Background: an optimization exercise with open tools, aiming at small area. Do not read the settings as production practice. At most, simulation tests tie the RTL to the original design; equivalence was not proved. Only the layout flow was run in run 3; the RTL was not checked for function there. No driver is modelled on the clock port, so clocking that relies on it looks cheaper here than on a real chip. Power figures rest on the tool's default switching activity, not on a simulated workload.

==> flow/design.v <==
package sram_pkg;
    localparam int WORD_W       = 64;
    localparam int PIX_PER_WORD = 8;
    localparam int LANE_W       = WORD_W / PIX_PER_WORD;
    typedef union packed {
        logic [WORD_W-1:0]                    raw;
        logic [PIX_PER_WORD-1:0][LANE_W-1:0]  lane;
    } sram_word_u;
    typedef struct packed {
        logic [1:0] slot;
        logic       pad;
        logic       last;
    } fetch_tag_t;
endpackage
package array_pkg;
    localparam int KERNEL   = 3;
    localparam int HEIGHT_W = 8;
    typedef logic signed [7:0] pixel_t;
    typedef struct packed {
        pixel_t left;
        pixel_t centre;
        pixel_t right;
    } kernel_row_t;
    typedef kernel_row_t [KERNEL-1:0] window_t;
    typedef struct packed {
        logic        valid;
        kernel_row_t data;
    } skew_lane_t;
    typedef skew_lane_t [KERNEL-1:0] skewed_out_t;
endpackage
module feeder_top #(
    parameter int ADDR_W    = 16,
    parameter int SKEW_STEP = 3
) (
    input  logic                            i_clk,
    input  logic                            i_rst,
    input  logic                            i_start,
    input  logic [7:0]                      i_channel,
    input  logic [array_pkg::HEIGHT_W-1:0]  i_img_height,
    output logic                            o_sram_rden,
    output logic [ADDR_W-1:0]               o_sram_addr,
    input  logic [sram_pkg::WORD_W-1:0]     i_sram_data,
    output logic [74:0]                     o_win,
    output logic                            o_busy,
    output logic                            o_done
);
    logic              run_q;      
    logic              rd_q;       
    logic [2:0]        ph_q;
    logic [7:0]        row_q;      
    logic [ADDR_W-1:0] addr_q;     
    logic              v0_q, v1_q, v2_q;    
    logic              real0_q;    
    logic              done_q;
    logic [7:0]        pix_q [1:12];        
    logic       start_ok;
    logic       empty;             
    logic       mul;               
    logic       rden;
    logic       fill;              
    logic [7:0] acc_in;
    logic [7:0] mcand;
    logic [9:0] acc_sum;
    logic [2:0] col_in;            
    logic [7:0] pix_in;            
    assign start_ok = i_start && !o_busy;
    assign empty    = (i_img_height == 8'd0);
    assign mul      = start_ok || (run_q && !v0_q && ph_q < 3'd3);
    assign rden     = run_q && !mul && !empty;
    assign fill     = (ph_q == 3'd4) && !real0_q && !empty;
    assign mcand   = start_ok ? i_channel : addr_q[7:0];
    assign acc_in  = start_ok ? 8'd0 : addr_q[15:8];
    assign acc_sum = {2'b00, acc_in}
                   + (mcand[0] ? {2'b00, i_img_height} : 10'd0)
                   + (mcand[1] ? {1'b0, i_img_height, 1'b0} : 10'd0);
    always_ff @(posedge i_clk) begin
        if (i_rst) begin
            run_q  <= 1'b0;
            v0_q   <= 1'b0;
            v1_q   <= 1'b0;
            v2_q   <= 1'b0;
            done_q <= 1'b0;
        end else begin
            if (start_ok) begin
                run_q <= 1'b1;
            end else if (ph_q == 3'd7 && row_q + 8'd1 == i_img_height) begin
                run_q <= 1'b0;
            end
            if (ph_q == 3'd3) v0_q <= run_q;
            if (ph_q == 3'd6) v1_q <= run_q;
            if (ph_q == 3'd1) v2_q <= v1_q;
            done_q <= (ph_q == 3'd1) && v2_q && !v1_q;
        end
    end
    always_ff @(posedge i_clk) begin
        rd_q <= rden;
        if (ph_q == 3'd3) real0_q <= v1_q;
        if (start_ok) begin
            ph_q  <= '0;
            row_q <= '0;
        end else begin
            ph_q <= ph_q + 3'd1;
            if (ph_q == 3'd7) begin
                row_q <= row_q + 8'd1;
            end
        end
        if (mul) begin
            addr_q <= {acc_sum, mcand[7:2]};
        end else if (ph_q == 3'd7) begin
            addr_q <= addr_q + 1'b1;
        end
    end
    assign col_in = ph_q - 3'd1;
    assign pix_in = rd_q ? i_sram_data[8*col_in +: 8] : 8'd0;
    always_ff @(posedge i_clk) begin
        pix_q[1] <= pix_in;
        if (fill) begin
            pix_q[2] <= ~i_sram_data[23:16];
            pix_q[3] <= ~i_sram_data[15:8];
            pix_q[4] <= ~i_sram_data[7:0];
        end else begin
            pix_q[2] <= ~pix_q[1];
            pix_q[3] <= pix_q[2];
            pix_q[4] <= pix_q[3];
        end
        for (int k = 5; k <= 12; k++) begin
            pix_q[k] <= pix_q[k-1];
        end
    end
    assign o_sram_rden = rden;
    assign o_sram_addr = addr_q;
    assign o_busy      = run_q || v0_q || v1_q || v2_q;
    assign o_done      = done_q;
    assign o_win[0 +: 25]  = {v0_q,
                              (ph_q == 3'd4 || !real0_q) ? 8'd0 : ~pix_q[12],
                              !real0_q ? 8'd0 : ~pix_q[11],
                              (ph_q == 3'd3 || !real0_q) ? 8'd0 : ~pix_q[10]};
    assign o_win[25 +: 25] = {v1_q,
                              (ph_q == 3'd7) ? 8'd0 : ~pix_q[7],
                              ~pix_q[6],
                              (ph_q == 3'd6) ? 8'd0 : ~pix_q[5]};
    assign o_win[50 +: 25] = {v2_q,
                              (ph_q == 3'd2) ? 8'd0 : ~pix_q[2],
                              pix_q[1],
                              (ph_q == 3'd1) ? 8'd0 : pix_in};
endmodule
==> flow/flow/run.sh <==
#!/bin/bash
# The standard layout with three changes:
#  - ABC maps for area (flow/abc_area.script) instead of for speed; the
#    synthesis is otherwise the standard one, so the registers are the same;
#  - the smallest buffer on each port;
#  - a clock tree without dummy loads, built from clkbuf_8.
set -euo pipefail
here=$(pwd)
rm -rf "$here/scripts_area"
cp -r "$FLOW_HOME/scripts" "$here/scripts_area"
cp "$here/flow/abc_area.script" "$here/scripts_area/abc_area.script"
bash standard.sh ABC_AREA=1 "SCRIPTS_DIR=$here/scripts_area" synth > synth.log 2>&1
export BUFFER_PORTS_ARGS="-buffer_cell sky130_fd_sc_hd__buf_1"
export CTS_ARGS="-sink_clustering_enable -repair_clock_nets -dont_use_dummy_load -buf_list sky130_fd_sc_hd__clkbuf_8"
bash standard.sh "BUFFER_PORTS_ARGS=$BUFFER_PORTS_ARGS" "CTS_ARGS=$CTS_ARGS" finish > finish.log 2>&1
==> flow/flow/abc_area.script <==
strash
dch -f
amap
strash
dch -f
amap
topo
==> flow/standard.sh <==
#!/bin/bash
# synth_recipe.tcl (not shown) runs the flow's synth.tcl, then flattens the netlist and writes it again
# the make line also repeats each setting of config.mk as NAME=value (left out here)
make -C /OpenROAD-flow-scripts/flow DESIGN_CONFIG=/design/flow/config.mk WORK_HOME=/design/flow/orfs CLKGATE_MAP_FILE= SYNTH_SCRIPT=/design/flow/synth_recipe.tcl "${@:-finish}"
==> flow/config.mk <==
export PLATFORM = sky130hd
export DESIGN_NAME = feeder_top
export DESIGN_NICKNAME = feeder_top
export VERILOG_FILES = /design/flow/design.v
export SDC_FILE = /design/flow/constraint.sdc
export NUM_CORES = 4
export LEC_CHECK = 0
export CAP_MARGIN = 20
export CORE_MARGIN = 2
export CORE_UTILIZATION = 40
export SLEW_MARGIN = 20
==> flow/constraint.sdc <==
create_clock -name core_clock -period 6.0 [get_ports {i_clk}]
set_input_delay 1.2000 -clock core_clock [delete_from_list [all_inputs] [get_ports {i_clk}]]
set_output_delay 1.2000 -clock core_clock [all_outputs]
set_load 0.01 [all_outputs]
==> summary.txt, run 1 <==
Synth
  – Seq cells post-synth: 130
  – Syn nets: 674
  – Yosys warns: 2
  – Post-synth EDFFs: 17
  – Mapped Avg Cell Area: 9.30 um2
  – Post-synth top flop: dfxtp_1
  – Async SR Flop Fraction: 0%
  – Mapped cell area: around 5300 um2
  – Post-synthesis cell count: around 570
  – Synth cell types: 40
  – Sequential fraction of the synthesis area: between 50% and 60%

Setup path
  – Critical Path Start Type: register
  – CP max-delay cell: ha_1
  – Reg2Reg Depth: 19
  – Worst r2r src: v0_q$_SDFFE_PP0P_
  – Crit path from: ph_q[0]$_SDFF_PP0_
  – CP max FO: 35
  – WS Path Type: register to output port
  – Worst path cell trace: buf_4, clkinv_1, buf_4, ha_1, clkinv_1, o22ai_1, o221ai_1, nor2_1, buf_1
  – Req. time, crit path: 4.80 ns
  – FF-to-FF End: addr_q[15]$_DFFE_PP_
  – CP endpoint: o_win[56]
  – Crit path DAT: roughly 3.7 ns
  – Worst setup EP type: output port
  – R2R Setup Slk: about 1.6 ns
  – CP peak stage delay: roughly 0.70 ns

Floorplan
  – Io pins: around 180
  – Starting Density: between 40% and 50%
  – Core area: 12700 um2
  – Site Rows: 41
  – Area of the die: 14100 um2
  – Die W: ~120 um
  – Height of the chip: ~120 um

Clock network
  – Clock transition at path regs: roughly 0.080 ns
  – TritonCTS Buffers: 17
  – Skew-Pair Late Insertion Delay: 0.43 ns
  – Maximum buffer depth of the clock tree: 2
  – Sink Count: 130
  – PostCTS Resize Cnt: 0
  – Post-CTS setup buffer count: 0
  – Post-CTS Hold Fix Bufs: 0
  – Clock Root Buffer: clkbuf_8
  – CTS tree: built
  – H-tree lvl count: 4

Cells and area
  – Share of layout cells above drive strength 1: around 3.3%
  – Fillers: 1308
  – Nets: 873
  – P&R area growth vs syn: 21.8%
  – N_diodes: 0
  – Layout Cells excl Fill: 934

Detailed routing
  – Final ANT Viol Nets: 0
  – Post-Route WL: roughly 14000 um
  – DRT Pass-1 Iters: 5
  – DRC Markers: 0
  – Drt via density: between 5 and 6
  – Wire length per cell: around 15 um
  – Iteration-0 DRC Markers: approximately 250
  – Vias: ~4800

STA
  – Slew headroom: approximately two fifths
  – RSZ-0062 raised after global routing: no
  – Max-slew violation count: 0
  – Crit share post-route: between 80% and 90%
  – Worst slew pin tran: roughly 0.91 ns
  – Final Critical Period: a little under 5 ns
  – Worst Clk Skew: 0.0270 ns
  – Fmax: just over 200 MHz
  – Setup TNS: 0 ns
  – Final setup vio count: 0
  – Final hold violations: 0

Placement
  – Placed insts: approximately 900
  – HPWL Detailed: around 11000 um
  – IO buf count: 176
  – Routability cong.: between 0.9 and 1

Global routing
  – Vias in the first global route: about 4600
  – Gr usage total: about a fifth
  – First-pass GRT wire length: 22700 um
  – Antenna violations before repair: 0
  – Pin count of the biggest net entering global routing: 41
  – GRT overflow: 0

Power and ir drop
  – PwrDens: 587 nW/um2
  – Leakage power: 2.47 nW
  – Worst vdd ir: roughly 0.00022 V
  – Power, Total: between 3 and 4 mW

Min path
  – Hold WC Path Type: register to register
  – Hold Path Cell Cnt: 0

Run status
  – Status: finished clean

Job
  – Max-cap violations: 0
-- through the flow --
| step | instance area, um2 | hold slack (ns) | util [%] | setup WS (ns) |
|---|---|---|---|---|
| 5_1_grt | 6400 | 0.299 | 50.3 | 0.841 |
| 3_3_place_gp | 6160 | 0.310 | 48.4 | 1.35 |
| 3_5_place_dp | 6160 | 0.312 | 48.4 | 1.26 |
| 2_1_floorplan | 5260 | 0.310 | - | 0.749 |
| 4_1_cts | 6400 | 0.299 | 50.3 | 1.09 |
| 6_report | 6400 | 0.295 | 50.3 | 1.13 |
-- synth_stat cells, types with 3 or more instances --
cell	n	area share, %
or2_0	14	1.7
nor2_1	99	7.1
dfxtp_1	113	43
a2111oi_0	3	0.50
nand3_1	4	0.38
buf_4	3	0.43
a221oi_1	3	0.50
a211oi_1	3	0.43
o21ai_0	30	2.9
clkinv_1	70	5.0
o32ai_1	4	0.67
nand2_1	40	2.9
edfxtp_1	17	9.7
and3_1	5	0.60
nor2b_1	4	0.48
a22oi_1	36	5.1
nor3_1	8	0.76
a21oi_1	20	1.9
o22ai_1	33	3.9
o221ai_1	8	1.3
ha_1	18	4.3
fa_1	8	3.0
-- worst max-delay path: cells and delay by family (launching register included) --
| family | cells | cell delay [ns] |
|---|---|---|
| AOI/OAI and AO/OA | 2 | 0.51 |
| and+or+nand+nor | 1 | 0.17 |
| DFF | 1 | 0.37 |
| adders and majority gates | 1 | 0.70 |
| buffers and inverters | 5 | 1.49 |
-- report_power, final --
part | switching [mW] | total, mW | internal, mW | leakage, nW
logic | 1.09 | 1.73 | 0.646 | 1.25
registers | 0.215 | 1.50 | 1.28 | 1.10
clock network | 0.275 | 0.523 | 0.249 | 0.122
-- final cells by class --
cell class	count	area, um2	area share [%]
Multi-Input combinational cell	362	2200	34.4
Timing Repair Buffer	183	713	11.1
Tap cell	172	215	3.36
Sequential cell	130	2770	43.3
Clock buffer	17	234	3.66
Inverter	70	263	4.11
-- worst min-delay path by stage --
stage                                   start                    to  slack [ns]
final                     pix_q[4][0]$_DFF_P_   pix_q[5][0]$_DFF_P_        0.30
after global routing      pix_q[4][0]$_DFF_P_   pix_q[5][0]$_DFF_P_        0.30
after CTS                 pix_q[4][0]$_DFF_P_   pix_q[5][0]$_DFF_P_        0.30
after detailed placement  pix_q[9][5]$_DFF_P_  pix_q[10][5]$_DFF_P_        0.31
after global placement    pix_q[9][0]$_DFF_P_  pix_q[10][0]$_DFF_P_        0.31
after floorplan           pix_q[9][0]$_DFF_P_  pix_q[10][0]$_DFF_P_        0.31
-- per-layer routing --
metal / GRT usage [%] / vias to the layer above / part of all wire (%)
li1: - / 2388 / -
met1: 25.7 / 2240 / 44
met2: 32.6 / 199 / 48
met3: 5.89 / 22 / 6.4
met4: 8.18 / 0 / 1.9
met5: 0 / - / 0
-- flip-flops by register name, indices dropped and copies added, names as in the netlist --
name,cells
row_q,8
pix_q,96
done_q,1
ph_q,3
real0_q,1
rd_q,1
v0_q,1
addr_q,16
v1_q,1
run_q,1
v2_q,1
-- placed cells by master (no fill, tap or decap), types with 17 or more instances in the layout --
cell      instances
clkbuf_8         17
edfxtp_1         17
o21ai_0          30
ha_1             18
o22ai_1          33
dfxtp_1         113
nor2_1           98
clkinv_1         70
a22oi_1          36
buf_1           176
nand2_1          40
a21oi_1          20
-- cell families after synthesis --
logic type | Yosys count | share of synthesized area (%)
DFF | 130 | 52.7
and+or+nand+nor | 180 | 14.6
xor gates and xnor gates | 1 | 0.167
AOI/OAI and AO/OA | 155 | 19.7
adders and majority gates | 26 | 7.33
buffers and inverters | 73 | 5.43
==> run 2: changes to the inputs <==
==> flow/run.sh (new file) <==
#!/bin/bash
# synth_recipe.tcl (not shown) runs the flow's synth.tcl, then flattens the netlist and writes it again
# the make line also repeats each setting of config.mk as NAME=value (left out here)
make -C /OpenROAD-flow-scripts/flow DESIGN_CONFIG=/design/flow/config.mk WORK_HOME=/design/flow/orfs CLKGATE_MAP_FILE= SYNTH_SCRIPT=/design/flow/synth_recipe.tcl finish
removed: flow/flow/run.sh
removed: flow/flow/abc_area.script
removed: flow/standard.sh
==> run 2 against run 1 <==
Compared with the run above:
- count of clock-buffer cells in the layout stayed put
- largest power group unchanged
- clock skew is 0.019 ns lower
- final cell count is 2.0% lower
- synthesized cell count is 2.7% lower
- register-to-register slack better by 0.11 ns
==> summary.txt, run 2 <==
Synth
  – Yosys warns: 2
  – Async SR Flop Fraction: 0%
  – Post-synthesis cell count: 550
  – Top post-synthesis cells by area: dfxtp_1, edfxtp_1, nand2_1
  – Main combinational cell family by area after synthesis: simple AND/OR/NAND/NOR gates
  – Synth cell types: between 50 and 60
  – Post-synth top flop: dfxtp_1
  – Post-synthesis mux area share: a little under a tenth
  – Post-synth EDFFs: 17
  – XOR/XNOR Fraction of Synth Area: under 10%
  – Synth top cells by count: dfxtp_1, nand2_1, nor2_1
  – Mapped Avg Cell Area: between 10 and 15 um2
  – Synth top area share: about two fifths
  – Post-Synth Adder-Cell Area: roughly 6.8%
  – Synth Area in Simple Gates: 16.5%
  – Most frequent cell after synthesis: dfxtp_1
  – Sequential fraction of the synthesis area: between 40% and 50%
  – Syn nets: around 660
  – Compound-cell area share of the yosys netlist: ~9%
  – Post-synth top area cell: dfxtp_1
  – Mapped cell area: around 5700 um2
  – Seq cells post-synth: 130

Setup path
  – Crit path DAT: 3.50 ns
  – CP max FO: 21
  – FF-to-FF End: addr_q[13]$_DFFE_PP_
  – Worst r2r src: v0_q$_SDFFE_PP0P_
  – Worst path cell trace: clkdlybuf4s50_1, and2_1, or2_1, buf_4, a211oi_1, clkdlybuf4s50_1
  – CP peak stage delay: ~0.64 ns
  – Critical Path Start Type: input port
  – CP max-delay cell: clkdlybuf4s50_1
  – Most frequent CP cell: clkdlybuf4s50_1
  – WS Path Type: input port to output port
  – Critical path depth: 6
  – Worst setup EP type: output port
  – Delay-heaviest family, CP: buffers and inverters
  – Req. time, crit path: 4.80 ns
  – Crit path from: i_start
  – R2R Setup Slk: approximately 1.7 ns
  – Reg2Reg Depth: 14
  – CP bufs+invs: 3

Cells and area
  – P&R area growth vs syn: 42.7%
  – Fillers: 1206
  – Most frequent cells in the layout: clkdlybuf4s50_1, dfxtp_1, nand2_1
  – Top Registers: pix_q (96), addr_q (16), row_q (8)
  – N_diodes: 0
  – Most common cell after layout, fill and taps aside: clkdlybuf4s50_1
  – Nets: between 800 and 900
  – Largest Register: pix_q
  – Share of layout cells above drive strength 1: just under 8%
  – Max FFs per register: 96

Clock network
  – Clock Root Buffer: clkbuf_16
  – Sink Count: 130
  – Skew-Pair Late Insertion Delay: between 0.4 and 0.5 ns
  – Post-CTS setup buffer count: 0
  – H-tree lvl count: 4
  – PostCTS Resize Cnt: 0
  – CTS tree: built
  – Post-CTS Hold Fix Bufs: 0
  – Clock transition at path regs: 0.07 ns
  – TritonCTS Buffers: 17
  – Maximum buffer depth of the clock tree: 2

Detailed routing
  – Iteration-0 DRC Markers: 344
  – Drt via density: between 4 and 5
  – Wire length per cell: about 16 um
  – DRT Pass-1 Iters: 4
  – Post-Route WL: approximately 14000 um
  – Vias: about 4500
  – DRC Markers: 0
  – Final ANT Viol Nets: 0

Power and ir drop
  – Leakage power: between 3 and 4 nW
  – Worst vdd ir: 0.000258 V
  – Power, Total: between 3 and 4 mW
  – PwrDens: just under 500 nW/um2

Min path
  – Hold Path Origin: pix_q[4][4]$_DFF_P_
  – Hold Path Cell Cnt: 0
  – Hold WC Path Type: register to register
  – Hold Path End: pix_q[5][4]$_DFF_P_

STA
  – Worst slew pin tran: 1.05 ns
  – Final hold violations: 0
  – Slew headroom: 29.6%
  – Crit share post-route: around 78%
  – Worst Slack Setup Final: between 1 and 1.5 ns
  – Final setup vio count: 0
  – Final Critical Period: ~4.7 ns
  – RSZ-0062 raised after global routing: no
  – Max-slew violation count: 0
  – Setup TNS: 0 ns
  – Worst Clk Skew: between 0.008 and 0.009 ns
  – Fmax: between 200 and 250 MHz

Placement
  – Worst slack, placed: 1.15 ns
  – HPWL Detailed: between 10000 and 15000 um
  – IO buf count: approximately 180
  – Routability cong.: 0.860

Floorplan
  – Area of the die: around 15000 um2
  – Die W: 123 um
  – Core area: 13900 um2
  – Height of the chip: ~120 um
  – Site Rows: 43
  – Io pins: 177
  – Starting Density: 40.9%

Global routing
  – Vias in the first global route: roughly 4500
  – GRT overflow: 0
  – Gr usage total: between 10% and 20%
  – Antenna violations before repair: 0
  – First-pass GRT wire length: 23000 um
  – Pin count of the biggest net entering global routing: 31

Run status
  – Status: finished clean

Job
  – Max-cap violations: 0
-- run 2: changes by cell type in the layout (fill, tap and decap cells not counted), moves of 17 or more --
cell / previous run / this run
buf_1: 176 / 0
clkdlybuf4s50_1: 0 / 176
clkinv_1: 70 / 0
nor2_1: 98 / 58
o22ai_1: 33 / 1
nand2_1: 40 / 70
a22oi_1: 36 / 7
inv_1: 0 / 28
xor2_1: 0 / 20
clkbuf_16: 0 / 17
clkbuf_8: 17 / 0
-- run 2: cell families after synthesis --
family                   count (synthesis)
AND/OR/NAND/NOR                        201
buffers and inverters                   54
flip-flops                             130
AO/OA/AOI/OAI                           78
multiplexers                            30
adder cells (fa/ha/maj)                 26
XOR/XNOR                                31
-- run 2: area by class of cell --
type / count / area, um2 / area share (%)
Clock buffer: 17 / 425 / 5.25
Clock inverter: 15 / 156 / 1.93
Inverter: 28 / 105 / 1.30
Multi-Input combinational cell: 366 / 2640 / 32.5
Sequential cell: 130 / 2770 / 34.2
Tap cell: 180 / 225 / 2.78
Timing Repair Buffer: 179 / 1780 / 22.0
-- run 2: power breakdown --
part / switching, mW / internal (mW) / total [mW] / leakage (nW)
Combinational: 0.723 / 0.767 / 1.49 / 2.00
Sequential: 0.198 / 1.23 / 1.43 / 1.10
Clock: 0.437 / 0.556 / 0.993 / 0.281
-- run 2: per-layer routing --
layer / GRT usage [%] / share of wire (%)
met5: 0 / 0
met4: 7.24 / 1.5
met3: 5.30 / 6.6
met2: 32.1 / 48
met1: 25.4 / 44
-- run 2: worst max path at each step --
stage,to
2_1_floorplan,addr_q[13]$_DFFE_PP_
3_3_place_gp,addr_q[12]$_DFFE_PP_
3_5_place_dp,addr_q[14]$_DFFE_PP_
4_1_cts,o_sram_rden
5_1_grt,o_sram_rden
6_report,o_sram_rden
-- run 2: per-stage QoR --
| stage | cells | hold slack (ns) | area (um2) | utilization [%] |
|---|---|---|---|---|
| finish | 915 | 0.318 | 8110 | 58.4 |
| global route | 915 | 0.320 | 8110 | 58.4 |
| CTS | 915 | 0.319 | 8110 | 58.4 |
| detailed placement | 883 | 0.312 | 7520 | 54.2 |
| global placement | 883 | 0.310 | 7520 | 54.2 |
| floorplan | 550 | 0.310 | 5680 | - |
==> run 3: changes to the inputs <==
--- a/flow/design.v
+++ b/flow/design.v
@@ -51,5 +51,4 @@
     logic [ADDR_W-1:0] addr_q;     
     logic              v0_q, v1_q, v2_q;    
-    logic              real0_q;    
     logic              done_q;
     logic [7:0]        pix_q [1:12];        
@@ -58,4 +57,5 @@
     logic       mul;               
     logic       rden;
+    logic       real0;             
     logic       fill;              
     logic [7:0] acc_in;
@@ -68,5 +68,6 @@
     assign mul      = start_ok || (run_q && !v0_q && ph_q < 3'd3);
     assign rden     = run_q && !mul && !empty;
-    assign fill     = (ph_q == 3'd4) && !real0_q && !empty;
+    assign real0    = (row_q[7:1] != 7'd0) || (row_q[0] && ph_q[2]);
+    assign fill     = (ph_q == 3'd4) && !real0 && !empty;
     assign mcand   = start_ok ? i_channel : addr_q[7:0];
     assign acc_in  = start_ok ? 8'd0 : addr_q[15:8];
@@ -95,5 +96,4 @@
     always_ff @(posedge i_clk) begin
         rd_q <= rden;
-        if (ph_q == 3'd3) real0_q <= v1_q;
         if (start_ok) begin
             ph_q  <= '0;
@@ -133,7 +133,7 @@
     assign o_done      = done_q;
     assign o_win[0 +: 25]  = {v0_q,
-                              (ph_q == 3'd4 || !real0_q) ? 8'd0 : ~pix_q[12],
-                              !real0_q ? 8'd0 : ~pix_q[11],
-                              (ph_q == 3'd3 || !real0_q) ? 8'd0 : ~pix_q[10]};
+                              (ph_q == 3'd4 || !real0) ? 8'd0 : ~pix_q[12],
+                              !real0 ? 8'd0 : ~pix_q[11],
+                              (ph_q == 3'd3 || !real0) ? 8'd0 : ~pix_q[10]};
     assign o_win[25 +: 25] = {v1_q,
                               (ph_q == 3'd7) ? 8'd0 : ~pix_q[7],
==> flow/flow/run.sh (new file) <==
#!/bin/bash
# The standard layout with four changes:
#  - ABC maps for area (flow/abc_area.script) instead of for speed; the
#    synthesis is otherwise the standard one, so the registers are the same;
#  - the smallest buffer on each port;
#  - a clock tree without dummy loads, built from clkbuf_8;
#  - at the end of CTS, each leaf clock buffer shrunk as far as its
#    flip-flops' clock slew allows (flow/shrink_clk.tcl).
# Each step's output goes to a log of its own here.
set -euo pipefail
here=$(pwd)
rm -rf "$here/scripts_area"
cp -r "$FLOW_HOME/scripts" "$here/scripts_area"
cp "$here/flow/abc_area.script" "$here/scripts_area/abc_area.script"
bash standard.sh ABC_AREA=1 "SCRIPTS_DIR=$here/scripts_area" synth > synth.log 2>&1
bash standard.sh "BUFFER_PORTS_ARGS=-buffer_cell sky130_fd_sc_hd__buf_1" \
  "CTS_ARGS=-sink_clustering_enable -repair_clock_nets -dont_use_dummy_load -buf_list sky130_fd_sc_hd__clkbuf_8" \
  "POST_CTS_TCL=$here/flow/shrink_clk.tcl" finish > finish.log 2>&1
==> flow/flow/abc_area.script (new file) <==
strash
dch -f
amap
strash
dch -f
amap
topo
==> flow/flow/shrink_clk.tcl (new file) <==
# Run by ORFS at the end of CTS (POST_CTS_TCL). Shrink each leaf clock buffer (one that drives flip-flop clock pins) to the
# smallest clkbuf whose flip-flop clock pins keep an estimated slew under
# 0.09 ns. The root buffer is left as CTS made it.
set target 0.09
set sizes {sky130_fd_sc_hd__clkbuf_2 sky130_fd_sc_hd__clkbuf_4 sky130_fd_sc_hd__clkbuf_8}

proc sink_slew {inst} {
  set worst 0
  set out [get_pins -of_objects $inst -filter "direction==output"]
  foreach pin [get_pins -of_objects [get_nets -of_objects $out]] {
    if {[get_property $pin direction] != "input"} { continue }
    set s [get_property $pin slew_max]
    if {$s > $worst} { set worst $s }
  }
  return $worst
}

proc drives_flops {inst} {
  set out [get_pins -of_objects $inst -filter "direction==output"]
  foreach pin [get_pins -of_objects [get_nets -of_objects $out]] {
    if {[get_property $pin direction] != "input"} { continue }
    if {[get_property [get_property $pin lib_pin] name] == "CLK"} { return 1 }
  }
  return 0
}

estimate_parasitics -placement
foreach inst [get_cells *] {
  set orig [get_property $inst ref_name]
  if {![string match "sky130_fd_sc_hd__clkbuf_*" $orig]} { continue }
  if {![drives_flops $inst]} { continue }
  set best $orig
  foreach c $sizes {
    if {$c == $orig} { break }
    replace_cell $inst $c
    estimate_parasitics -placement
    if {[sink_slew $inst] <= $target} {
      set best $c
      break
    }
  }
  replace_cell $inst $best
  estimate_parasitics -placement
  puts "[get_property $inst name]: $orig -> $best, sink slew [sink_slew $inst]"
}
detailed_placement
check_placement -verbose
==> flow/standard.sh (new file) <==
#!/bin/bash
# synth_recipe.tcl (not shown) runs the flow's synth.tcl, then flattens the netlist and writes it again
# the make line also repeats each setting of config.mk as NAME=value (left out here)
make -C /OpenROAD-flow-scripts/flow DESIGN_CONFIG=/design/flow/config.mk WORK_HOME=/design/flow/orfs CLKGATE_MAP_FILE= SYNTH_SCRIPT=/design/flow/synth_recipe.tcl "${@:-finish}"
removed: flow/run.sh
==> run 3 against run 2 <==
Compared with the run above:
- the run now fails in clock tree synthesis (4_1_cts)
- synthesized cell count increased by 3.1%
- area after synthesis decreased by 7.6%
==> summary.txt, run 3 <==
Synth
  – Most frequent cell after synthesis: dfxtp_1
  – Post-synthesis mux area share: 0%
  – Post-synth top flop: dfxtp_1
  – Sequential fraction of the synthesis area: a little over half
  – Post-synthesis cell count: approximately 570
  – Syn nets: approximately 680
  – Post-synth top area cell: dfxtp_1
  – Seq cells post-synth: ~130
  – Main combinational cell family by area after synthesis: compound AO/OA/AOI/OAI gates
  – Top post-synthesis cells by area: dfxtp_1, edfxtp_1, nor2_1
  – Post-synth EDFFs: 16
  – Mapped Avg Cell Area: 9.26 um2
  – Compound-cell area share of the yosys netlist: between 20 and 25%
  – Yosys warns: 2
  – Synth cell types: 37
  – Post-Synth Adder-Cell Area: under 10%
  – Async SR Flop Fraction: 0%
  – Mapped cell area: around 5200 um2
  – XOR/XNOR Fraction of Synth Area: less than 1%
  – Synth Area in Simple Gates: 13.8%
  – Synth top area share: between 40% and 50%
  – Synth top cells by count: dfxtp_1, nor2_1, clkinv_1

Floorplan
  – Starting Density: between 40% and 50%
  – Site Rows: slightly above 40
  – Height of the chip: between 100 and 150 um
  – Io pins: between 150 and 200
  – Die W: around 120 um

Run status
  – Error msg: Error: cts.tcl, 90 pin objects do not have a lib_pin property.
  – Last stage reached: clock tree synthesis (4_1_cts)
  – Status: did not finish

Clock network
  – Sink Count: 129

Placement
  – Routability cong.: approximately 0.90
  – HPWL Detailed: 10700 um
  – IO buf count: about 180
run 3: cell count changes after synthesis, moves of 14 or more:
cell      change
inv_1        -28
nor2_1       +37
clkinv_1     +75
nand2_1      -27
mux2i_1      -14
nor2b_1      -17
a22oi_1      +32
xor2_1       -20
o22ai_1      +28
run 3: cells by family after synthesis:
family                   Yosys count
AO/OA/AOI/OAI                    160
XOR/XNOR                           1
adder cells (fa/ha/maj)           26
buffers and inverters             78
flip-flops                       129
AND/OR/NAND/NOR                  173
run 3: power by group through the flow:
stage | logic (mW) | clock network [mW] | registers, mW
2_1_floorplan | 1.11 | 0 | 1.44
3_3_place_gp | 1.66 | 0 | 1.43
3_5_place_dp | 1.70 | 0 | 1.44
run 3: per-stage QoR:
stage          worst slack, ns  instances  instance area (um2)  power [mW]  hold WS (ns)
3_5_place_dp              1.03        917                 6140        3.13         0.312
3_3_place_gp              1.12        917                 6140        3.09         0.311
2_1_floorplan            0.857        567                 5250        2.56         0.310
run 3: how the worst max path moves through the flow:
stage            start              endpoint  slack, ns  cells past startpoint
2_1_floorplan  i_start  addr_q[15]$_DFFE_PP_       0.86                     16
3_3_place_gp   i_start           o_sram_rden       1.12                      7
3_5_place_dp   i_start  addr_q[15]$_DFFE_PP_       1.03                     17
==> run 4: changes to the inputs <==
--- a/flow/design.v
+++ b/flow/design.v
@@ -62,5 +62,5 @@
     logic [7:0] mcand;
     logic [9:0] acc_sum;
-    logic [2:0] col_in;            
+    logic [7:0] col_byte;          
     logic [7:0] pix_in;            
     assign start_ok = i_start && !o_busy;
@@ -111,6 +111,17 @@
         end
     end
-    assign col_in = ph_q - 3'd1;
-    assign pix_in = rd_q ? i_sram_data[8*col_in +: 8] : 8'd0;
+    always_comb begin
+        case (ph_q)
+            3'd0:    col_byte = i_sram_data[63:56];
+            3'd1:    col_byte = i_sram_data[7:0];
+            3'd2:    col_byte = i_sram_data[15:8];
+            3'd3:    col_byte = i_sram_data[23:16];
+            3'd4:    col_byte = i_sram_data[31:24];
+            3'd5:    col_byte = i_sram_data[39:32];
+            3'd6:    col_byte = i_sram_data[47:40];
+            default: col_byte = i_sram_data[55:48];
+        endcase
+    end
+    assign pix_in = rd_q ? col_byte : 8'd0;
     always_ff @(posedge i_clk) begin
         pix_q[1] <= pix_in;
--- a/flow/flow/shrink_clk.tcl
+++ b/flow/flow/shrink_clk.tcl
@@ -20,5 +20,5 @@
   foreach pin [get_pins -of_objects [get_nets -of_objects $out]] {
     if {[get_property $pin direction] != "input"} { continue }
-    if {[get_property [get_property $pin lib_pin] name] == "CLK"} { return 1 }
+    if {[string match "*/CLK" [get_full_name $pin]]} { return 1 }
   }
   return 0
==> run 4 against run 3 <==
Compared with the run above:
- the run now finishes clean
- area after synthesis fell by 1.0%
- synthesized cell count down 2.1%
==> summary.txt, run 4 <==
Run status
  – Status: finished clean

Min path
  – Hold Path Cell Cnt: 0
  – Hold WC Path Type: register to register
  – Hold Path End: pix_q[5][7]$_DFF_P_
  – Hold Path Origin: pix_q[4][7]$_DFF_P_

Setup path
  – CP peak stage delay: 1.00 ns
  – CP max FO: 17
  – Worst setup EP type: output port
  – Critical Path Start Type: register
  – Worst r2r src: v0_q$_SDFFE_PP0P_
  – FF-to-FF End: addr_q[15]$_DFFE_PP_
  – Reg2Reg Depth: 18
  – Worst path cell trace: clkinv_1, ha_1, nor4_2, a2111oi_0, a31oi_1, o21ai_0, nor2_1, buf_1
  – WS Path Type: register to output port
  – R2R Setup Slk: between 1.5 and 2 ns
  – CP bufs+invs: 2
  – Delay-heaviest family, CP: simple AND/OR/NAND/NOR gates
  – Req. time, crit path: ~4.8 ns
  – CP max-delay cell: nor4_2
  – Crit path DAT: 4.03 ns
  – Critical path depth: 8

Cells and area
  – Most common cell after layout, fill and taps aside: buf_1
  – Max FFs per register: 96
  – Design area: approximately 6300 um2
  – N_diodes: 0
  – Share of layout cells above drive strength 1: 3.46%
  – Nets: about 860
  – P&R area growth vs syn: 21.3%
  – Largest Register: pix_q
  – Top Registers: pix_q (96), addr_q (16), row_q (8)
  – Layout Cells excl Fill: between 900 and 1000
  – Most frequent cells in the layout: buf_1, dfxtp_1, nor2_1

Synth
  – Most frequent cell after synthesis: dfxtp_1
  – Seq cells post-synth: 129
  – Mapped cell area: around 5200 um2
  – Main combinational cell family by area after synthesis: compound AO/OA/AOI/OAI gates
  – Async SR Flop Fraction: 0%
  – Compound-cell area share of the yosys netlist: 17.8%
  – Post-synthesis mux area share: 0%
  – Synth Area in Simple Gates: 16.8%
  – Post-synth EDFFs: 16
  – Syn nets: around 660
  – Mapped Avg Cell Area: 9.36 um2
  – Post-synthesis cell count: roughly 560
  – Top post-synthesis cells by area: dfxtp_1, edfxtp_1, nor2_1
  – Yosys warns: 2
  – Post-Synth Adder-Cell Area: between 7 and 8%
  – Synth cell types: around 40
  – Post-synth top flop: dfxtp_1
  – Synth top area share: a little over two fifths
  – Post-synth top area cell: dfxtp_1
  – Sequential fraction of the synthesis area: 52.8%
  – XOR/XNOR Fraction of Synth Area: less than 1%
  – Synth top cells by count: dfxtp_1, nor2_1, clkinv_1

Floorplan
  – Starting Density: 41.0%
  – Die W: 118 um
  – Io pins: 177
  – Core area: 12700 um2
  – Height of the chip: 118 um
  – Site Rows: 41
  – Area of the die: 13900 um2

Detailed routing
  – Final ANT Viol Nets: 0
  – Iteration-0 DRC Markers: just over 300
  – Post-Route WL: 14500 um
  – DRT Pass-1 Iters: 5
  – DRC Markers: 0
  – Drt via density: around 5.2
  – Wire length per cell: ~16 um
  – Vias: 4782

STA
  – Worst slew pin tran: about 1.1 ns
  – Max-slew violation count: 0
  – Final Critical Period: roughly 5.2 ns
  – Crit share post-route: 87.2%
  – Final hold violations: 0
  – Slew headroom: about 28%
  – Worst Clk Skew: between 0.03 and 0.04 ns
  – Fmax: between 150 and 200 MHz
  – Fin Hold WS: 0.313 ns
  – Setup TNS: 0 ns
  – RSZ-0062 raised after global routing: no
  – Worst Slack Setup Final: roughly 0.77 ns
  – Final setup vio count: 0

Global routing
  – Antenna violations before repair: 0
  – First-pass GRT wire length: 22800 um
  – Vias in the first global route: between 4000 and 5000
  – Gr usage total: between 20% and 30%
  – Pin count of the biggest net entering global routing: 42
  – GRT overflow: 0

Clock network
  – Sink Count: between 100 and 150
  – CTS tree: built
  – Skew-Pair Late Insertion Delay: around 0.42 ns
  – Clock transition at path regs: around 0.070 ns

Power and ir drop
  – Leakage power: roughly 2.4 nW
  – Worst vdd ir: 0.000193 V
  – PwrDens: 553 nW/um2

Placement
  – IO buf count: around 180
  – HPWL Detailed: between 10000 and 15000 um
  – Routability cong.: between 0.9 and 1
  – Worst slack, placed: approximately 1.2 ns
  – Placed cell area: 6110 um2
  – Placed insts: between 900 and 1000

Job
  – Max-cap violations: 0
-- run 4: cell types whose count changed after synthesis, sizes merged, moves of 3 or more --
cell	before	now
and3	1	11
nand2	43	53
a32oi	0	8
nor2	95	83
a22oi	39	16
a41oi	0	6
nor2b	1	11
nor3	8	11
a2111oi	1	4
clkinv	75	67
a221oi	7	12
o22ai	29	12
o221ai	8	2
-- run 4: worst max path at each step --
stage	slack (ns)	to	from
global route	0.57	o_win[53]	ph_q[2]$_SDFF_PP0_
finish	0.77	o_win[53]	ph_q[2]$_SDFF_PP0_
detailed placement	1.18	addr_q[14]$_DFFE_PP_	i_start
floorplan	0.74	addr_q[15]$_DFFE_PP_	i_start
global placement	1.33	addr_q[14]$_DFFE_PP_	i_start
-- run 4: cells by family after synthesis --
kind of cell             Yosys count
AO/OA/AOI/OAI                    134
XOR/XNOR                           1
adder cells (fa/ha/maj)           25
buffers and inverters             70
flip-flops                       129
AND/OR/NAND/NOR                  196
-- run 4: area by class of cell --
class | count | area [um2]
Sequential cell | 129 | 2740
Inverter | 67 | 251
Multi-Input combinational cell | 356 | 2190
Timing Repair Buffer | 183 | 713
Tap cell | 172 | 215
Clock buffer | 17 | 190
Fill cell | 1300 | 6370
-- run 4: power breakdown --
group	internal (mW)	switching, mW	total, mW
Combinational	0.562	0.985	1.55
Clock	0.201	0.271	0.472
Sequential	1.26	0.205	1.46
-- run 4: metrics by stage --
stage | power, mW | utilization (%)
finish | 3.48 | 49.7
global route | 3.76 | 49.7
floorplan | 2.46 | -
detailed placement | 3.03 | 48.2
global placement | 2.99 | 48.2
-- run 4: routing by layer --
metal  up-vias  global-route usage, %  wire length (um)
met5         -                      0                 0
li1       2341                      -                 -
met2       199                   34.6              6970
met3        25                   5.09               898
met4         0                   7.98               312
met1      2217                   25.9              6270
==> run 5: changes to the inputs <==
--- a/flow/flow/shrink_clk.tcl
+++ b/flow/flow/shrink_clk.tcl
@@ -1,6 +1,6 @@
 # Run by ORFS at the end of CTS (POST_CTS_TCL). Shrink each leaf clock buffer (one that drives flip-flop clock pins) to the
 # smallest clkbuf whose flip-flop clock pins keep an estimated slew under
-# 0.09 ns. The root buffer is left as CTS made it.
-set target 0.09
+# 0.11 ns. The root buffer is left as CTS made it.
+set target 0.11
 set sizes {sky130_fd_sc_hd__clkbuf_2 sky130_fd_sc_hd__clkbuf_4 sky130_fd_sc_hd__clkbuf_8}
 
--- a/flow/config.mk
+++ b/flow/config.mk
@@ -6,6 +6,6 @@
 export NUM_CORES = 4
 export LEC_CHECK = 0
-export CAP_MARGIN = 20
+export CAP_MARGIN = 0
 export CORE_MARGIN = 2
-export CORE_UTILIZATION = 40
-export SLEW_MARGIN = 20
+export CORE_UTILIZATION = 65
+export SLEW_MARGIN = 0
==> run 5 against run 4 <==
Compared with the run above:
- routed wire length shrank 5.5%
- fmax grew 3.9%
- still clean on timing, DRC and antenna
- die area shrank 37%
- register-to-register slack lost 0.26 ns
- global-route usage grew 11 points
- via count grew 2.1%
- critical path type unchanged
- sequential share of layout area grew 1.1 points
- area after synthesis is the same
- utilization grew 30 points
- sequential power is essentially flat
- final area shrank 2.6%
- synthesized cell count is the same
==> summary.txt, run 5 <==
Run status
  – Status: finished clean

Setup path
  – CP endpoint: o_win[53]
  – FF-to-FF End: addr_q[15]$_DFFE_PP_
  – Worst r2r src: v0_q$_SDFFE_PP0P_
  – CP max FO: 17
  – R2R Setup Slk: 1.31 ns
  – Worst setup EP type: output port
  – WS Path Type: register to output port
  – Critical Path Start Type: register
  – Crit path from: ph_q[2]$_SDFF_PP0_
  – Reg2Reg Depth: 18
  – Req. time, crit path: roughly 4.8 ns
  – Crit path DAT: ~3.8 ns

Detailed routing
  – Iteration-0 DRC Markers: about 310
  – DRC Markers: 0
  – DRT Pass-1 Iters: 4
  – Vias: 4884
  – Post-Route WL: 13700 um
  – Wire length per cell: ~16 um
  – Drt via density: between 5 and 6
  – Final ANT Viol Nets: 0

Cells and area
  – Most frequent cells in the layout: buf_1, dfxtp_1, nor2_1
  – Most common cell after layout, fill and taps aside: buf_1
  – Fillers: about 560
  – N_diodes: 0
  – Top Registers: pix_q (96), addr_q (16), row_q (8)
  – Nets: between 800 and 900
  – P&R area growth vs syn: 18.2%
  – Largest Register: pix_q
  – Max FFs per register: between 90 and 100
  – Share of layout cells above drive strength 1: under 10%

Job
  – Max-cap violations: 0

Power and ir drop
  – Worst vdd ir: roughly 0.00028 V
  – Power, Total: between 3 and 4 mW
  – PwrDens: ~560 nW/um2
  – Leakage power: about 2.4 nW

Synth
  – Most frequent cell after synthesis: dfxtp_1
  – Syn nets: approximately 660
  – Async SR Flop Fraction: 0%
  – Synth top area share: a little over two fifths
  – Seq cells post-synth: ~130
  – Post-synth top flop: dfxtp_1
  – Post-synthesis cell count: 555
  – Mapped Avg Cell Area: ~9.4 um2
  – Main combinational cell family by area after synthesis: compound AO/OA/AOI/OAI gates
  – Post-synthesis mux area share: 0%
  – Yosys warns: 2
  – Post-synth EDFFs: 16
  – Post-Synth Adder-Cell Area: under 10%
  – Compound-cell area share of the yosys netlist: ~18%
  – XOR/XNOR Fraction of Synth Area: less than 1%
  – Top post-synthesis cells by area: dfxtp_1, edfxtp_1, nor2_1
  – Synth top cells by count: dfxtp_1, nor2_1, clkinv_1
  – Synth Area in Simple Gates: ~17%
  – Synth cell types: slightly above 40
  – Post-synth top area cell: dfxtp_1
  – Sequential fraction of the synthesis area: 52.8%
  – Mapped cell area: about 5200 um2

Floorplan
  – Die W: between 90 and 100 um
  – Core area: about 7700 um2
  – Site Rows: 32
  – Height of the chip: between 90 and 100 um
  – Area of the die: 8720 um2
  – Starting Density: 67.2%
  – Io pins: between 150 and 200

STA
  – Setup TNS: 0 ns
  – Final hold violations: 0
  – Worst slew pin tran: 1.19 ns
  – Max-slew violation count: 0
  – RSZ-0062 raised after global routing: no
  – Crit share post-route: 83.9%
  – Fmax: 199 MHz
  – Slew headroom: 20.1%
  – Final setup vio count: 0
  – Worst Clk Skew: roughly 0.06 ns
  – Final Critical Period: 5.04 ns

Global routing
  – Gr usage total: 31.9%
  – Vias in the first global route: about 4700
  – Top Usage Layer GRT: met2
  – Routing usage on met2: approximately 53%
  – Pin count of the biggest net entering global routing: 42
  – GR Util met3: around 8%
  – Antenna violations before repair: 0
  – Met1 Usage GRT: between 40 and 50%
  – GRT overflow: 0
  – First-pass GRT wire length: 21300 um

Clock network
  – CTS tree: built
  – Sink Count: between 100 and 150
  – Clock transition at path regs: approximately 0.11 ns
  – Skew-Pair Late Insertion Delay: 0.40 ns

Min path
  – Hold WC Path Type: register to register
  – Hold Path Cell Cnt: 0

Placement
  – HPWL Detailed: 10100 um
  – IO buf count: around 180
  – Routability cong.: between 0.9 and 1
run 5: cell counts after synthesis:
No cell type changed its count.
run 5: kinds of logic (layout without fill, tap and decap cells):
family,after synthesis,after routing
buffers and inverters,70,267
XOR/XNOR,1,1
AND/OR/NAND/NOR,196,196
AO/OA/AOI/OAI,134,134
flip-flops,129,129
adder cells (fa/ha/maj),25,25
run 5: cell type report:
type	instances	area (um2)	area share (%)
sequential	129	2740	44.7
multi-input combinational	356	2180	35.5
timing repair buffer	183	713	11.6
inverter	67	251	4.10
clock buffer	17	128	2.08
tap	102	128	2.08
run 5: how the worst min path moves through the flow:
| stage | start | to |
|---|---|---|
| global route | pix_q[9][3]$_DFF_P_ | pix_q[10][3]$_DFF_P_ |
| detailed placement | pix_q[9][0]$_DFF_P_ | pix_q[10][0]$_DFF_P_ |
| global placement | pix_q[8][4]$_DFF_P_ | pix_q[9][4]$_DFF_P_ |
| finish | pix_q[9][3]$_DFF_P_ | pix_q[10][3]$_DFF_P_ |
| floorplan | pix_q[9][0]$_DFF_P_ | pix_q[10][0]$_DFF_P_ |
run 5: power breakdown:
group	switching, mW	internal (mW)	leakage, nW
combinational	0.997	0.572	1.20
clock	0.249	0.130	0.0812
sequential	0.210	1.26	1.09
total	1.46	1.96	2.38
run 5: layer usage:
metal / vias up / part of all wire [%]
met5: - / 0
met4: 0 / 2.2
met3: 31 / 9.7
met2: 279 / 48
met1: 2231 / 40
li1: 2343 / -
run 5: worst max-delay path, stage by stage (launching register included):
cell       delay (ns)
dfxtp_1          0.74
clkinv_1         0.53
ha_1             0.55
nor4_1           0.62
buf_4            0.27
a2111oi_0        0.08
a31oi_1          0.24
o21ai_0          0.16
nor2_1           0.11
buf_1            0.16
run 5: per-stage QoR:
| stage | hold slack, ns | instance area [um2] | util, % | instances | worst slack [ns] |
|---|---|---|---|---|---|
| floorplan | 0.310 | 5190 | - | 555 | 0.744 |
| global placement | 0.310 | 6010 | 77.8 | 837 | 1.30 |
| detailed placement | 0.312 | 6010 | 77.8 | 837 | 1.08 |
| global route | 0.279 | 6140 | 79.5 | 854 | 0.740 |
| finish | 0.279 | 6140 | 79.5 | 854 | 0.964 |
==> run 6: changes to the inputs <==
--- a/flow/design.v
+++ b/flow/design.v
@@ -46,9 +46,8 @@
 );
     logic              run_q;      
-    logic              rd_q;       
     logic [2:0]        ph_q;
     logic [7:0]        row_q;      
     logic [ADDR_W-1:0] addr_q;     
-    logic              v0_q, v1_q, v2_q;    
+    logic              v1_q, v2_q;          
     logic              done_q;
     logic [7:0]        pix_q [1:12];        
@@ -57,4 +56,6 @@
     logic       mul;               
     logic       rden;
+    logic       v0;                
+    logic       rd_last;           
     logic       real0;             
     logic       fill;              
@@ -66,5 +67,5 @@
     assign start_ok = i_start && !o_busy;
     assign empty    = (i_img_height == 8'd0);
-    assign mul      = start_ok || (run_q && !v0_q && ph_q < 3'd3);
+    assign mul      = start_ok || (run_q && !v1_q && ph_q < 3'd3);
     assign rden     = run_q && !mul && !empty;
     assign real0    = (row_q[7:1] != 7'd0) || (row_q[0] && ph_q[2]);
@@ -78,5 +79,4 @@
         if (i_rst) begin
             run_q  <= 1'b0;
-            v0_q   <= 1'b0;
             v1_q   <= 1'b0;
             v2_q   <= 1'b0;
@@ -88,5 +88,4 @@
                 run_q <= 1'b0;
             end
-            if (ph_q == 3'd3) v0_q <= run_q;
             if (ph_q == 3'd6) v1_q <= run_q;
             if (ph_q == 3'd1) v2_q <= v1_q;
@@ -95,5 +94,4 @@
     end
     always_ff @(posedge i_clk) begin
-        rd_q <= rden;
         if (start_ok) begin
             ph_q  <= '0;
@@ -123,5 +121,6 @@
         endcase
     end
-    assign pix_in = rd_q ? col_byte : 8'd0;
+    assign rd_last = (ph_q == 3'd0 ? v1_q : run_q) && !empty;
+    assign pix_in  = rd_last ? col_byte : 8'd0;
     always_ff @(posedge i_clk) begin
         pix_q[1] <= pix_in;
@@ -141,7 +140,8 @@
     assign o_sram_rden = rden;
     assign o_sram_addr = addr_q;
-    assign o_busy      = run_q || v0_q || v1_q || v2_q;
+    assign v0          = ph_q[2] ? run_q : v1_q;
+    assign o_busy      = run_q || v1_q || v2_q;
     assign o_done      = done_q;
-    assign o_win[0 +: 25]  = {v0_q,
+    assign o_win[0 +: 25]  = {v0,
                               (ph_q == 3'd4 || !real0) ? 8'd0 : ~pix_q[12],
                               !real0 ? 8'd0 : ~pix_q[11],
--- a/flow/flow/shrink_clk.tcl
+++ b/flow/flow/shrink_clk.tcl
@@ -1,6 +1,6 @@
 # Run by ORFS at the end of CTS (POST_CTS_TCL). Shrink each leaf clock buffer (one that drives flip-flop clock pins) to the
 # smallest clkbuf whose flip-flop clock pins keep an estimated slew under
-# 0.11 ns. The root buffer is left as CTS made it.
-set target 0.11
+# 0.10 ns. The root buffer is left as CTS made it.
+set target 0.10
 set sizes {sky130_fd_sc_hd__clkbuf_2 sky130_fd_sc_hd__clkbuf_4 sky130_fd_sc_hd__clkbuf_8}
 
==> run 6 against run 5 <==
Compared with the run above:
- setup slack got worse by 0.033 ns
- critical path depth rose by 9
- die area is 2.1% lower
- utilization shrank 0.43 points
- sequential cell count shrank 2
- first-iteration DRC count down 4.8%
- sequential power hardly changed
- clock skew down 0.015 ns
- combinational power up 12%
==> summary.txt, run 6 <==
Cells and area
  – P&R area growth vs syn: 18.9%
  – Most common cell after layout, fill and taps aside: buf_1
  – Top Registers: pix_q (96), addr_q (16), row_q (8)
  – Fillers: ~560
  – Storage cell area: 2700 um2
  – Nets: 840
  – Share of layout cells above drive strength 1: 3.15%
  – Largest Register: pix_q
  – Area of the multi-input gates: between 2000 and 2500 um2
  – Max FFs per register: between 90 and 100
  – Most frequent cells in the layout: buf_1, dfxtp_1, nor2_1
  – N_diodes: 0
  – Util after Layout: roughly four fifths

Synth
  – Synth cell types: 40
  – Most frequent cell after synthesis: dfxtp_1
  – Post-synthesis cell count: 534
  – Mapped Avg Cell Area: around 9.5 um2
  – Post-synth top area cell: dfxtp_1
  – Syn nets: between 600 and 700
  – Synth top area share: about 44%
  – Sequential fraction of the synthesis area: a little over half
  – Post-synth EDFFs: 16
  – Yosys warns: 2
  – Post-synth top flop: dfxtp_1
  – Async SR Flop Fraction: 0%
  – Seq cells post-synth: roughly 130
  – Mapped cell area: 5080 um2
  – Top post-synthesis cells by area: dfxtp_1, edfxtp_1, nor2_1
  – Synth top cells by count: dfxtp_1, nor2_1, clkinv_1

Floorplan
  – Die W: 92.4 um
  – Site Rows: 32
  – Height of the chip: ~92 um
  – Starting Density: 66.4%
  – Io pins: between 150 and 200
  – Core area: 7650 um2
  – Area of the die: 8540 um2

Min path
  – Hold Path Origin: pix_q[8][1]$_DFF_P_
  – Hold WC Path Type: register to register

Setup path
  – CP peak stage delay: 0.57 ns
  – Req. time, crit path: 6.15 ns
  – CP max-delay cell: o22ai_1
  – Crit path from: i_start
  – Worst path cell trace: buf_1, nor2b_1, clkinv_1, o22ai_1, nor2_1, fa_1, ha_1, clkinv_1, fa_1, clkinv_1, a21oi_1, o21ai_0, and2_0, o21a_1, nor2_1, nor2_1, o21a_1, o32a_1
  – CP max FO: 10
  – Crit path DAT: between 5 and 6 ns
  – WS Path Type: input port to register
  – Critical Path Start Type: input port
  – Worst r2r src: v1_q$_SDFFE_PP0P_
  – Worst setup EP type: register

Detailed routing
  – DRC Markers: 0
  – Iteration-0 DRC Markers: 299
  – Post-Route WL: around 13000 um
  – Met1 Wirelength: between 5000 and 6000 um
  – Wire length per cell: 16.1 um
  – DR WL met3: 1100 um
  – DRT Pass-1 Iters: 7
  – Drt via density: about 5.8
  – Vias: approximately 4800
  – Met2 wire len: between 6000 and 7000 um
  – Max Used Layer: met4
  – Final ANT Viol Nets: 0

STA
  – Worst slew pin tran: roughly 1.1 ns
  – Slew headroom: 24.1%
  – Crit share post-route: 84.5%
  – Max-slew violation count: 0
  – RSZ-0062 raised after global routing: no
  – Fmax: between 150 and 200 MHz
  – Final setup vio count: 0
  – Final hold violations: 0
  – Final Critical Period: between 5 and 6 ns
  – Worst Clk Skew: around 0.047 ns
  – Setup TNS: 0 ns

Clock network
  – CTS tree: built
  – Clock transition at path regs: about 0.090 ns
  – Sink Count: roughly 130
  – Skew-Pair Late Insertion Delay: between 0.3 and 0.4 ns

Placement
  – IO buf count: 176
  – Routability cong.: roughly 0.9
  – HPWL Detailed: around 10000 um

Power and ir drop
  – Leakage power: about 2.3 nW
  – Sw frac: around 43%
  – Clock power frac: 11.2%
  – Worst vdd ir: between 0.0002 and 0.0003 V
  – Sw Pwr: 1.56 mW
  – Comb power frac: 48.3%
  – PwrDens: about 600 nW/um2
  – Internal power: 2.09 mW
  – Flop pwr share: slightly above 40%

Global routing
  – GRT overflow: 0
  – Pin count of the biggest net entering global routing: 42
  – Gr usage total: a little under a third
  – Vias in the first global route: 4489
  – Antenna violations before repair: 0
  – First-pass GRT wire length: roughly 21000 um

Job
  – Max-cap violations: 0

Run status
  – Status: finished clean
==> run 6: changes by cell type after synthesis, sizes merged, moves of 8 or more <==
cell,change
and3,-10
a222oi,+18
a32oi,-8
nand2,-8
==> run 6: per-stage QoR <==
stage,cells,setup slack [ns],power (mW),instance area [um2],hold slack (ns)
finish,832,0.931,3.64,6040,0.303
global placement,815,0.925,3.14,5890,0.310
floorplan,534,0.722,2.63,5080,0.310
detailed placement,815,0.624,3.23,5890,0.312
global route,832,0.648,3.92,6040,0.296
==> run 6: worst max-delay path: cells and delay by family <==
kind	cells	cell delay (ns)
buf+inv	4	0.65
compound gates	6	1.44
fa+ha+maj	3	0.91
simple gates	5	1.00
==> run 6: path summary, 6_finish.rpt <==
kind / slack (ns) / end / depth (start not counted)
max: 0.93 / addr_q[15]$_DFFE_PP_ / 18
min: 0.30 / pix_q[9][1]$_DFF_P_ / 0
max reg2reg: 0.97 / addr_q[15]$_DFFE_PP_ / 18
min reg2reg: 0.30 / pix_q[9][1]$_DFF_P_ / 0
==> run 6: cell families after synthesis <==
logic type      share of synthesized area (%)
fa+ha+maj                                7.34
compound gates                           18.9
flops                                    53.2
buf+inv                                  5.69
simple gates                             14.9
==> run 6: power by group through the flow <==
| stage | registers, mW | clock network (mW) | logic (mW) |
|---|---|---|---|
| floorplan | 1.47 | 0 | 1.16 |
| global placement | 1.47 | 0 | 1.67 |
| detailed placement | 1.49 | 0 | 1.74 |
| global route | 1.51 | 0.446 | 1.96 |
| finish | 1.48 | 0.406 | 1.76 |
==> run 6: layout make-up <==
| class | count | share of cell area (%) |
|---|---|---|
| clock buffer | 17 | 2.51 |
| timing repair buffer | 182 | 11.7 |
| inverter | 71 | 4.41 |
| multi-input combinational | 333 | 34.6 |
| tap | 102 | 2.11 |
| sequential | 127 | 44.7 |
==> run 6: layer usage <==
layer | vias to the layer above | global-route usage (%)
li1 | 2278 | -
met1 | 2223 | 38.1
met2 | 266 | 52.9
met5 | - | 0
met4 | 0 | 14.7
met3 | 27 | 5.86
==> run 7: changes to the inputs <==
--- a/flow/design.v
+++ b/flow/design.v
@@ -62,4 +62,6 @@
     logic [7:0] acc_in;
     logic [7:0] mcand;
+    logic [1:0] mbits;
+    logic       carry;
     logic [9:0] acc_sum;
     logic [7:0] col_byte;          
@@ -73,7 +75,10 @@
     assign mcand   = start_ok ? i_channel : addr_q[7:0];
     assign acc_in  = start_ok ? 8'd0 : addr_q[15:8];
+    assign mbits   = mul ? mcand[1:0] : 2'b00;
+    assign carry   = !mul && (addr_q[7:0] == 8'hff);
     assign acc_sum = {2'b00, acc_in}
-                   + (mcand[0] ? {2'b00, i_img_height} : 10'd0)
-                   + (mcand[1] ? {1'b0, i_img_height, 1'b0} : 10'd0);
+                   + (mbits[0] ? {2'b00, i_img_height} : 10'd0)
+                   + (mbits[1] ? {1'b0, i_img_height, 1'b0} : 10'd0)
+                   + {9'd0, carry};
     always_ff @(posedge i_clk) begin
         if (i_rst) begin
@@ -106,5 +111,5 @@
             addr_q <= {acc_sum, mcand[7:2]};
         end else if (ph_q == 3'd7) begin
-            addr_q <= addr_q + 1'b1;
+            addr_q <= {acc_sum[7:0], addr_q[7:0] + 8'd1};
         end
     end
==> run 7 against run 6 <==
Compared with the run above:
- area after synthesis decreased by 2.4%
- count of clock-buffer cells in the layout unchanged
- sequential power about the same
==> summary.txt, run 7 <==
Run status
  – Status: finished clean

STA
  – Final hold violations: 0
  – Worst Clk Skew: between 0.04 and 0.05 ns
  – Crit share post-route: 80.4%
  – RSZ-0062 raised after global routing: no
  – Slew headroom: 23.5%
  – Worst slew pin tran: between 1 and 1.5 ns
  – Final setup vio count: 0
  – Setup TNS: 0 ns
  – Max-slew violation count: 0
  – Final Critical Period: 4.82 ns
  – Fmax: 207 MHz

Setup path
  – WS Path Type: input port to register
  – Worst path cell trace: buf_1, nor2b_1, a22oi_1, or2_0, fa_1, clkinv_1, ha_1, clkinv_1, fa_1, clkinv_1, a21oi_1, o21ai_0, nand2_1, clkinv_1, o21a_1, nor2_1, nor2_1, o21a_1, o32a_1
  – CP endpoint: addr_q[15]$_DFFE_PP_
  – R2R Setup Slk: 1.29 ns
  – Most frequent CP cell: clkinv_1
  – CP bufs+invs: 5
  – Critical path depth: 19
  – Worst r2r src: v1_q$_SDFFE_PP0P_
  – CP peak stage delay: 0.59 ns
  – Delay-heaviest family, CP: compound AO/OA/AOI/OAI gates
  – FF-to-FF End: addr_q[15]$_DFFE_PP_
  – CP max-delay cell: nor2b_1
  – Critical Path Start Type: input port
  – Crit path from: i_start
  – Worst setup EP type: register
  – Reg2Reg Depth: 19
  – CP max FO: 11
  – Crit path DAT: a little under 5 ns
  – Req. time, crit path: roughly 6.1 ns

Floorplan
  – Io pins: between 150 and 200
  – Core area: around 7300 um2
  – Height of the chip: between 90 and 100 um
  – Area of the die: approximately 8300 um2
  – Starting Density: roughly two thirds
  – Site Rows: 31
  – Die W: 91.3 um

Global routing
  – Gr usage total: a little under a third
  – First-pass GRT wire length: just over 20000 um
  – GR Util met3: between 7 and 8%
  – GRT overflow: 0
  – Routing usage on met2: 53.6%
  – Met1 Usage GRT: 36.7%
  – Antenna violations before repair: 0
  – Pin count of the biggest net entering global routing: 42
  – Vias in the first global route: between 4000 and 5000
  – Top Usage Layer GRT: met2

Placement
  – Placed insts: 791
  – Routability cong.: between 0.9 and 1
  – IO buf count: roughly 180
  – HPWL Detailed: 9760 um

Cells and area
  – N_diodes: 0
  – Top Registers: pix_q (96), addr_q (16), row_q (8)
  – Most common cell after layout, fill and taps aside: buf_1
  – Most frequent cells in the layout: buf_1, dfxtp_1, nor2_1
  – Nets: roughly 820
  – P&R area growth vs syn: 19.3%
  – Max FFs per register: 96
  – Largest Register: pix_q
  – Layout Cells excl Fill: between 800 and 900
  – Share of layout cells above drive strength 1: between 3 and 4%

Synth
  – Top post-synthesis cells by area: dfxtp_1, edfxtp_1, nor2_1
  – Async SR Flop Fraction: 0%
  – Post-synth top flop: dfxtp_1
  – Post-synthesis cell count: roughly 510
  – Mapped cell area: about 5000 um2
  – Syn nets: 620
  – Sequential fraction of the synthesis area: between 50% and 60%
  – Post-synth top area cell: dfxtp_1
  – Synth top cells by count: dfxtp_1, nor2_1, clkinv_1
  – Synth cell types: 36
  – Most frequent cell after synthesis: dfxtp_1
  – Seq cells post-synth: approximately 130
  – Mapped Avg Cell Area: around 9.7 um2
  – Yosys warns: 2
  – Synth top area share: 44.8%
  – Post-synth EDFFs: 16

Detailed routing
  – Iteration-0 DRC Markers: between 300 and 400
  – Wire length per cell: 16.2 um
  – DRT Pass-1 Iters: 7
  – Final ANT Viol Nets: 0
  – Drt via density: ~5.7
  – Vias: 4619
  – DRC Markers: 0
  – Post-Route WL: around 13000 um

Power and ir drop
  – Power, Total: 3.42 mW
  – Worst vdd ir: 0.000294 V
  – PwrDens: 578 nW/um2
  – Leakage power: approximately 2.3 nW

Clock network
  – CTS tree: built
  – Sink Count: 127
  – Skew-Pair Late Insertion Delay: about 0.38 ns
  – Clock transition at path regs: about 0.09 ns

Job
  – Max-cap violations: 0

Min path
  – Hold WC Path Type: register to register
## run 7: worst reg2reg max path, stage by stage (launching register included)
cell and delay, ns:
dfxtp_1 0.37, or3_1 0.41, nor2b_1 0.59, a22oi_1 0.35, or2_0 0.32, fa_1 0.55
clkinv_1 0.06, ha_1 0.20, clkinv_1 0.06, fa_1 0.19, clkinv_1 0.09, a21oi_1 0.13
o21ai_0 0.12, nand2_1 0.11, clkinv_1 0.06, o21a_1 0.16, nor2_1 0.12, nor2_1 0.08
o21a_1 0.17, o32a_1 0.33
## run 7: area by class of cell
cell class                      instances  area (um2)
Sequential cell                       127        2700
Multi-Input combinational cell        312        1970
Fill cell                             493        1420
Timing Repair Buffer                  183         713
Inverter                               70         263
Clock buffer                           17         141
Tap cell                               99         124
## run 7: routing by layer
metal	part of all wire [%]	routed length [um]
met3	8.9	1170
met5	0	0
met2	50	6550
met1	38	5000
met4	2.6	334
## run 7: cells by family (layout without fill, tap and decap cells)
logic type,Yosys count,in the layout,synth area share [%]
DFF,127,127,54.5
buffers and inverters,73,270,5.75
adders and majority gates,25,25,7.67
AOI/OAI and AO/OA,126,126,17.8
and+or+nand+nor,161,161,14.3
## run 7: through the flow
step / cell area [um2] / hold WS (ns) / setup WS, ns / utilization, %
global route: 5910 / 0.306 / 0.850 / 80.7
detailed placement: 5770 / 0.312 / 0.831 / 78.8
finish: 5910 / 0.287 / 1.18 / 80.7
global placement: 5770 / 0.310 / 0.991 / 78.8
floorplan: 4960 / 0.310 / 0.981 / -
## run 7: how the worst min path moves through the flow
stage	start	end	slack, ns	cells past startpoint
5_1_grt	pix_q[8][3]$_DFF_P_	pix_q[9][3]$_DFF_P_	0.31	0
6_report	pix_q[8][3]$_DFF_P_	pix_q[9][3]$_DFF_P_	0.29	0
3_3_place_gp	pix_q[9][5]$_DFF_P_	pix_q[10][5]$_DFF_P_	0.31	0
2_1_floorplan	pix_q[9][0]$_DFF_P_	pix_q[10][0]$_DFF_P_	0.31	0
3_5_place_dp	pix_q[9][7]$_DFF_P_	pix_q[10][7]$_DFF_P_	0.31	0
## run 7: power by group
group / total, mW / switching (mW) / internal, mW
logic: 1.56 / 1.00 / 0.556
clock network: 0.399 / 0.252 / 0.147
registers: 1.46 / 0.187 / 1.27
total: 3.42 / 1.44 / 1.97

-- afterwards: timing with drivers on the ports --
The results above use ideal ports. As a check the final layouts listed here were re-extracted and re-timed, cells and wires unchanged. Step 1: set_driving_cell puts a clkbuf_16 on i_clk and a buf_2 on each other input, an assumption about the parent block. Step 2, shift: input delay + t, output delay - t, t = (earliest + latest rising clock arrival at the registers) / 2. This alone moves slack from input paths to output paths. Three values: ideal ports, drivers, drivers and shift; two values: the first two.
| run | t, ns | slack for setup (ns) | worst setup path at the end | worst register clock-pin slew, ns | cell pins on the clock port's net |
|---|---|---|---|---|---|
| run 1 | 0.447 | 1.130 / 1.096 / 1.212 | input to register | 0.08 / 0.08 | 1 |
| run 2 | 0.446 | 1.303 / 1.279 / 1.115 | input to register | 0.07 / 0.07 | 1 |
| run 4 | 0.435 | 0.768 / 0.735 / 1.170 | register to output | 0.09 / 0.09 | 1 |
| run 5 | 0.405 | 0.964 / 0.930 / 0.947 | input to register | 0.11 / 0.11 | 1 |
| run 6 | 0.403 | 0.931 / 0.937 / 0.534 | input to register | 0.10 / 0.10 | 1 |
| run 7 | 0.392 | 1.177 / 1.185 / 0.793 | input to register | 0.09 / 0.09 | 1 |
After both steps setup and hold are still met in every run listed. For run 6, which loses most, drivers alone change the setup slack by +0.006 ns; drivers and shift together by -0.397 ns.
